From an optimization exercise on the open Yosys and OpenROAD flow, aimed at small area and few clock cycles; shortcuts taken in it are not production practice.
Function was checked by simulation only, so behaviour that the tests miss may differ from the original.
Power is estimated from default activity; no workload was simulated.

<file path="flow/config.mk">
export PLATFORM = sky130hd
export DESIGN_NAME = cached_example_decoder
export DESIGN_NICKNAME = cached_example_decoder
export VERILOG_FILES = /design/flow/design.v
export SDC_FILE = /design/flow/constraint.sdc
export NUM_CORES = 4
export LEC_CHECK = 0
export CAP_MARGIN = 20
export CORE_MARGIN = 2
export CORE_UTILIZATION = 40
export SLEW_MARGIN = 20
</file>
<file path="flow/run.sh">
#!/bin/bash
# synth_recipe.tcl (not shown) runs the flow's synth.tcl, then flattens the netlist and writes it again
# the make line also repeats each setting of config.mk as NAME=value (left out here)
make -C /OpenROAD-flow-scripts/flow DESIGN_CONFIG=/design/flow/config.mk WORK_HOME=/design/flow/orfs CLKGATE_MAP_FILE= SYNTH_SCRIPT=/design/flow/synth_recipe.tcl finish
</file>
<file path="flow/constraint.sdc">
create_clock -name core_clock -period 9.0 [get_ports {clk}]
set_input_delay 1.8000 -clock core_clock [delete_from_list [all_inputs] [get_ports {clk}]]
set_output_delay 1.8000 -clock core_clock [all_outputs]
set_load 0.01 [all_outputs]
</file>
<file path="flow/design.v">
package cedec_pkg;
    typedef enum logic [2:0] {
        KIND_LABEL     = 3'd0,
        KIND_WEIGHT    = 3'd1,
        KIND_TAG       = 3'd2,
        KIND_NS_HEADER = 3'd3,
        KIND_FEATURE   = 3'd4,
        KIND_TRUNCATED = 3'd5,
        KIND_OVERRUN   = 3'd6
    } kind_t;
endpackage
module cached_example_decoder
#(
    parameter int INDEX_BITS         = 32,
    parameter int LENGTH_FIELD_BYTES = 8
)
(
    input  logic        clk,
    input  logic        rst_n,
    input  logic        in_valid,
    output logic        in_ready,
    input  logic [7:0]  data_byte,
    input  logic        stream_end,
    output logic        out_valid,
    input  logic        out_ready,
    output logic [2:0]  kind,
    output logic [7:0]  namespace_id,
    output logic [31:0] feature_index,
    output logic [31:0] value_bits,
    output logic        last_of_example
);
    typedef enum logic [3:0] {
        PH_LABEL   = 4'd0,
        PH_WEIGHT  = 4'd1,
        PH_NSCOUNT = 4'd2,
        PH_TAGLEN  = 4'd3,
        PH_TAG     = 4'd4,
        PH_NSID    = 4'd5,
        PH_NSLEN   = 4'd6,
        PH_FEAT    = 4'd7,
        PH_FVAL    = 4'd8
    } phase_t;
    phase_t      ph_q, ph_d;
    logic [3:0]  cnt_q, cnt_d;         
    logic [31:0] acc_q, acc_d;         
    logic [63:0] nsl_q, nsl_d;         
    logic [63:0] tls_q, tls_d;         
    logic [31:0] idx_q, idx_d;         
    logic [7:0]  ns_q, ns_d;           
    logic        nsclr_q, nsclr_d;     
    logic [1:0]  fl_q, fl_d;           
    logic        ov_q;
    logic [2:0]  ok_q, ok_d;
    logic        olast_q, olast_d;
    logic        oshow_q, oshow_d;
    logic        step;
    logic        rv;                   
    logic [6:0]  d7;
    logic        vdone;
    logic [3:0]  cnt_sat;
    logic [3:0]  cnt_inc;
    logic [63:0] tls_dec, nsl_dec;
    logic        tls_zero, tls_one, tls_le4;
    logic        nsl_zero, nsl_le1;
    logic [31:0] contrib;
    logic [31:0] idx_sum;
    logic [1:0]  fl_cur;
    logic        example_done, overrun, end_ns, err, ns_new;
    logic [63:0] vi64;                 
    logic [63:0] by64;                 
    assign in_ready = !ov_q || out_ready;
    assign step     = in_valid && in_ready;
    always_comb
    begin
        d7       = data_byte[6:0];
        vdone    = !data_byte[7];
        cnt_inc  = cnt_q + 4'd1;
        cnt_sat  = (cnt_q >= 4'd10) ? 4'd10 : cnt_inc;
        tls_dec  = tls_q - 64'd1;
        nsl_dec  = nsl_q - 64'd1;
        tls_zero = (tls_q == 64'd0);
        tls_one  = (tls_q == 64'd1);
        tls_le4  = (tls_q[63:3] == 61'd0) && (tls_q[2:0] <= 3'd4);
        nsl_zero = (nsl_q == 64'd0);
        nsl_le1  = (nsl_q[63:1] == 63'd0);
        vi64 = '0;
        for (int i = 0; i < 64; i++)
            if (int'(cnt_q) == i / 7)
                vi64[i] = d7[i % 7];
        by64 = '0;
        for (int i = 0; i < 64; i++)
            if (int'(cnt_q[2:0]) == i / 8)
                by64[i] = data_byte[i % 8];
        contrib = '0;
        for (int i = 0; i < 32; i++)
            if (int'(cnt_q) == (i + 2) / 7)
                contrib[i] = d7[(i + 2) % 7];
        idx_sum = idx_q + contrib;
        fl_cur  = (cnt_q == 4'd0) ? data_byte[1:0] : fl_q;
        ph_d    = ph_q;
        cnt_d   = cnt_q;
        acc_d   = acc_q;
        nsl_d   = nsl_q;
        tls_d   = tls_q;
        idx_d   = idx_q;
        ns_d    = ns_q;
        nsclr_d = nsclr_q;
        fl_d    = fl_q;
        rv           = 1'b0;
        ok_d         = cedec_pkg::KIND_LABEL;
        olast_d      = 1'b0;
        oshow_d      = 1'b0;
        example_done = 1'b0;
        overrun      = 1'b0;
        end_ns       = 1'b0;
        ns_new       = 1'b0;
        case (ph_q)
            PH_LABEL, PH_WEIGHT:
            begin
                for (int b = 0; b < 4; b++)
                    if (cnt_q[1:0] == 2'(b))
                        acc_d[8*b +: 8] = data_byte;
                cnt_d = cnt_inc;
                if (cnt_q[1:0] == 2'd3)
                begin
                    rv    = 1'b1;
                    ok_d  = (ph_q == PH_LABEL) ? cedec_pkg::KIND_LABEL : cedec_pkg::KIND_WEIGHT;
                    cnt_d = '0;
                    ph_d  = (ph_q == PH_LABEL) ? PH_WEIGHT : PH_NSCOUNT;
                end
            end
            PH_NSCOUNT:
            begin
                nsl_d = (cnt_q == 4'd0) ? vi64 : (nsl_q | vi64);
                cnt_d = cnt_sat;
                if (vdone)
                begin
                    cnt_d = '0;
                    ph_d  = PH_TAGLEN;
                end
            end
            PH_TAGLEN:
            begin
                tls_d = (cnt_q == 4'd0) ? vi64 : (tls_q | vi64);
                cnt_d = cnt_sat;
                if (vdone)
                begin
                    cnt_d = '0;
                    if (tls_d != 64'd0)
                        ph_d = PH_TAG;
                    else if (!nsl_zero)
                        ph_d = PH_NSID;
                    else
                        example_done = 1'b1;
                end
            end
            PH_TAG:
            begin
                tls_d      = tls_dec;
                acc_d[7:0] = data_byte;
                rv         = 1'b1;
                ok_d       = cedec_pkg::KIND_TAG;
                olast_d    = tls_one && nsl_zero;
                if (tls_one)
                begin
                    if (!nsl_zero)
                        ph_d = PH_NSID;
                    else
                        example_done = 1'b1;
                end
            end
            PH_NSID:
            begin
                if (cnt_q == 4'd0)
                    acc_d[7:0] = {1'b0, d7};
                else if (cnt_q == 4'd1)
                    acc_d[7] = data_byte[0];
                cnt_d = cnt_sat;
                if (vdone)
                begin
                    ns_d    = acc_d[7:0];
                    nsclr_d = 1'b0;
                    ns_new  = 1'b1;
                    cnt_d   = '0;
                    ph_d    = PH_NSLEN;
                end
            end
            PH_NSLEN:
            begin
                tls_d = (cnt_q == 4'd0) ? by64 : (tls_q | by64);
                cnt_d = cnt_inc;
                if (cnt_q[2:0] == 3'd7)
                begin
                    idx_d   = '0;
                    cnt_d   = '0;
                    rv      = 1'b1;
                    ok_d    = cedec_pkg::KIND_NS_HEADER;
                    oshow_d = 1'b1;
                    olast_d = tls_zero && (data_byte == 8'd0) && nsl_le1;
                    if (tls_zero && (data_byte == 8'd0))
                        end_ns = 1'b1;
                    else
                        ph_d = PH_FEAT;
                end
            end
            PH_FEAT:
            begin
                tls_d = tls_dec;
                idx_d = idx_sum;
                fl_d  = fl_cur;
                cnt_d = cnt_sat;
                if (vdone)
                begin
                    cnt_d = '0;
                    if (fl_cur[0] || !fl_cur[1])
                    begin
                        rv      = 1'b1;
                        ok_d    = cedec_pkg::KIND_FEATURE;
                        oshow_d = 1'b1;
                        olast_d = tls_one && nsl_le1;
                        if (tls_one)
                            end_ns = 1'b1;
                    end
                    else if (tls_le4)
                        overrun = 1'b1;
                    else
                        ph_d = PH_FVAL;
                end
                else if (tls_one)
                    overrun = 1'b1;
            end
            PH_FVAL:
            begin
                tls_d = tls_dec;
                for (int b = 0; b < 4; b++)
                    if (cnt_q[1:0] == 2'(b))
                        acc_d[8*b +: 8] = data_byte;
                cnt_d = cnt_inc;
                if (cnt_q[1:0] == 2'd3)
                begin
                    cnt_d   = '0;
                    rv      = 1'b1;
                    ok_d    = cedec_pkg::KIND_FEATURE;
                    oshow_d = 1'b1;
                    olast_d = tls_one && nsl_le1;
                    if (tls_one)
                        end_ns = 1'b1;
                    else
                        ph_d = PH_FEAT;
                end
            end
            default: ;
        endcase
        if (end_ns)
        begin
            nsl_d = nsl_dec;
            if (nsl_le1)
                example_done = 1'b1;
            else
                ph_d = PH_NSID;
        end
        err = overrun || (stream_end && !example_done);
        if (err)
        begin
            rv      = 1'b1;
            ok_d    = overrun ? cedec_pkg::KIND_OVERRUN : cedec_pkg::KIND_TRUNCATED;
            olast_d = 1'b1;
            oshow_d = ns_new || !nsclr_q;
            nsclr_d = 1'b1;
        end
        if (err || example_done)
        begin
            ph_d  = PH_LABEL;
            cnt_d = '0;
        end
    end
    always_ff @(posedge clk or negedge rst_n)
    begin
        if (!rst_n)
        begin
            ph_q    <= PH_LABEL;
            cnt_q   <= '0;
            nsclr_q <= 1'b1;
            ov_q    <= 1'b0;
        end
        else
        begin
            if (step)
            begin
                ph_q    <= ph_d;
                cnt_q   <= cnt_d;
                nsclr_q <= nsclr_d;
            end
            if (step && rv)
                ov_q <= 1'b1;
            else if (out_ready)
                ov_q <= 1'b0;
        end
    end
    always_ff @(posedge clk)
    begin
        if (step)
        begin
            acc_q <= acc_d;
            nsl_q <= nsl_d;
            tls_q <= tls_d;
            idx_q <= idx_d;
            ns_q  <= ns_d;
            fl_q  <= fl_d;
        end
        if (step && rv)
        begin
            ok_q    <= ok_d;
            olast_q <= olast_d;
            oshow_q <= oshow_d;
        end
    end
    logic is_feat;
    logic wide;
    assign is_feat = (ok_q == cedec_pkg::KIND_FEATURE);
    assign wide    = (ok_q == cedec_pkg::KIND_LABEL) || (ok_q == cedec_pkg::KIND_WEIGHT) ||
                     (is_feat && fl_q == 2'b10);
    assign out_valid       = ov_q;
    assign kind            = ok_q;
    assign last_of_example = olast_q;
    assign namespace_id    = oshow_q ? ns_q : 8'd0;
    assign feature_index   = is_feat ? idx_q : 32'd0;
    always_comb
    begin
        value_bits = '0;
        if (wide)
            value_bits = acc_q;
        else if (ok_q == cedec_pkg::KIND_TAG)
            value_bits[7:0] = acc_q[7:0];
        else if (is_feat)
            value_bits = fl_q[0] ? 32'hBF80_0000 : 32'h3F80_0000;
    end
endmodule
</file>
==> flow_summary.ini <==
[timing]
slew_headroom = 0.200
finalCritPeriodShare = 0.626
fin_tns_setup_ps = 0
period_minus_slack_ps = 5630
fmax_mhz = 178
worstMarginPinSlew_ps = 1200
rsz0062_at_grt = no
drv_slew = 0
hold_violations = 0
hold_ws_ps = 489
setup_viol = 0
final.setup_skew_ps = 17.9

[synthesis]
synth_compound_area_frac = 0.228
avgSynthCellArea_um2 = 8.85
synth_area_mm2 = 0.0160
syn_nets = 1864
synth.area.top_cells = edfxtp_1 (39%), and2_1 (4.3%), nand2_1 (4.3%), a21oi_1 (4.1%), nor2_1 (3.6%)
synth-xor-area-share = 0.0372
post-synth-top-count-cell = edfxtp_1
synthArstFlopShare = 0.0461
muxShareOfSynthArea = 0.00618
synthCells = 1808
synthTopCellsByCount = edfxtp_1 (207), nand2_1 (182), nor2_1 (152)
yosysTopAreaCell = edfxtp_1
synth_ff_type = edfxtp_1
ys_ff_latch = 217
synth_fa_ha_area_frac = 0.0341
yosysUniqueCellTypes = 92
synth_top_family_by_area = simple AND/OR/NAND/NOR gates
ys_warn_count = 1
synth_simple_gate_area_frac = 0.252
yosys.area.top_type_share = 0.388
synth-edff-count = 207
yosysSeqAreaShare = 0.404

[detailed_routing]
finalWirelength_mm = 58.3
viasPerCell = 6.45
final_antenna_net_count = 0
wl_per_cell_um = 24.4
drc = 0
drt_iter0_markers = 1837
vias = 15413
dr.pass1.iters = 5

[worst_setup_path]
rr_worst_depth = 11
critPathLaunch = data_byte[5]
worstReg2RegStart = cnt_q[0]
cp_max_fo = 27
crit_required_ps = 9410
cp-start-kind = input pin
critPathArrivalTime_ps = 6040
path_class = in -> reg
endpoint_kind = register

[worst_hold_path]
worstHoldPathType = reg -> reg
whs_path_depth = 2
min_from = nsclr_q

[die]
core_area_mm2 = 0.0396
io_pins = 91
die_h_um = 204
rows = 73
die_area_mm2 = 0.0416
start_util = 0.404
die_w_um = 204

[placed_design]
gp_congestion = 0.936
portBuffers = 90
hpwl_mm = 39.2

[clocking]
postCtsSetupBuffers = 0
cts_resized = 0
cts_sinks = 217
clk_pin_slew_ps = 60
hold_buffers = 0
clk_latency_ps = 570
numCtsBuffers = 27
cts_buffer_depth = 3
htree_num_levels = 1
cts_tree = done
clock-root-buffer = clkbuf_16

[finish]
drive_gt1_frac = 0.0703
num-fill-cells = 3822
area_growth_pct = 14.9
diodes = 0
nets = 1898

[global_route]
grt_pass1_wl_mm = 88.7
grt.overflow.total = 0
grt_max_degree = 69
grt.total_usage = 0.275
grt_pass1_vias = 14628
antenna_found_initial = 0

[run]
cap_violations = 0

[power_and_ir_drop]
ir_drop_mv = 0.170
p_leak_nw = 6.30
power.total_mw = 3.87
p_per_area_mw_per_mm2 = 211

[outcome]
status = timing/DRC/antenna clean
==> flip-flops by register name (all words and copies together) (netlist names), 2 cells and up, named ones only <==
signal	count
tls_q	64
idx_q	32
ns_q	8
nsl_q	57
cnt_q	4
acc_q	32
ph_q	4
fl_q	2
ok_q	3
==> cells by family after synthesis <==
group,Yosys count
adders and majority gates,43
muxes,9
and+or+nand+nor,776
AOI/OAI and AO/OA,542
xor gates and xnor gates,68
DFF,217
buffers and inverters,153
==> where the power goes <==
group | internal, mW | switching [mW] | total [mW]
clock | 0.697 | 0.468 | 1.16
combinational | 0.462 | 0.866 | 1.33
sequential | 1.28 | 0.102 | 1.38
==> layout by cell type, fill, tap and decap left out, types with 13 or more instances in the layout <==
cell / count
a211oi_1: 25
a21o_1: 28
a21oi_1: 127
a221oi_1: 24
a22o_1: 13
a22oi_1: 35
a31oi_1: 17
and2_1: 110
and3_1: 26
buf_4: 37
clkbuf_16: 27
clkdlybuf4s50_1: 90
edfxtp_1: 207
ha_1: 42
inv_1: 30
nand2_1: 182
nand2b_1: 20
nand3_1: 57
nand4_1: 15
nor2_1: 152
nor2b_1: 23
nor3_1: 58
nor4_1: 44
o211ai_1: 30
o21ai_0: 103
o221ai_1: 25
or3_1: 26
xnor2_1: 33
xor2_1: 35
==> critical path, stage by stage <==
cell,delay [ps]
clkdlybuf4s50_1,460
buf_4,450
nand2_1,210
nor2_1,480
ha_1,370
o21ai_0,90
nor2_1,90
o31ai_1,570
o211ai_1,260
and3_1,200
a211oi_1,310
o21ai_0,170
a2111oi_0,400
o21bai_1,170
==> routing by layer <==
layer / share of wire / track usage / up-vias / wire length [um]
met5: 0 / 0 / - / 0
met4: 0.043 / 0.109 / 0 / 2510
met3: 0.093 / 0.0482 / 188 / 5400
met2: 0.44 / 0.430 / 796 / 25900
met1: 0.42 / 0.377 / 7476 / 24500
li1: - / - / 6953 / -
==> area by class of cell <==
cell class | count | area (um^2) | area share
clock buffer | 32 | 694 | 0.0378
clock inverter | 18 | 231 | 0.0126
inverter | 30 | 113 | 0.00612
multi-input combinational | 1438 | 9040 | 0.491
sequential | 217 | 6470 | 0.352
tap | 525 | 657 | 0.0357
timing repair buffer | 128 | 1190 | 0.0647
==> per-stage QoR <==
step,setup WS [ps],util,area [um^2],cells
floorplan,2130,-,16000,1808
global placement,2610,0.440,17400,2337
CTS,3490,0.463,18400,2387
detailed placement,2890,0.440,17400,2337
finish,3370,0.464,18400,2388
global route,3180,0.464,18400,2388
==> worst paths after layout <==
check | slack [ps] | to
worst max-delay path | 3370 | idx_q[31]
worst min-delay path | 490 | nsclr_q
worst max register to register | 3840 | nsl_q[58]
worst min register to register | 490 | nsclr_q
max in group asynchronous | 6980 | ph_q[3]
min in group asynchronous | 1630 | ov_q
Testbench counts, summed over its fixed seeds: cycles 28,575.

==> port drivers added, routing unchanged <==
Ports are ideal in the flow. The routed layout listed here was re-timed in OpenROAD. Step 1 (the two cells are an assumption about what drives the block):
set clk [get_ports {clk}]
set_driving_cell -lib_cell sky130_fd_sc_hd__clkbuf_16 $clk
set_driving_cell -lib_cell sky130_fd_sc_hd__buf_2 [delete_from_list [all_inputs] $clk]
Step 2 also shifts input and output timing later by t, the mid clock arrival at the registers, as if the neighbouring blocks saw the same clock. Three values: ideal ports, drivers, drivers and shift; two values: the first two.
shift t [ns]: 0.613
setup WS [ns]: 3.369 / 3.398 / 2.785
worst register clock-pin slew, ns: 0.07 / 0.07
worst slew at a driven data input, ns: 0.04
cell pins on the clock port's net: 1
After both steps setup and hold are still met in this run. For this run, drivers alone change the setup slack by +0.029 ns; drivers and shift together by -0.584 ns.
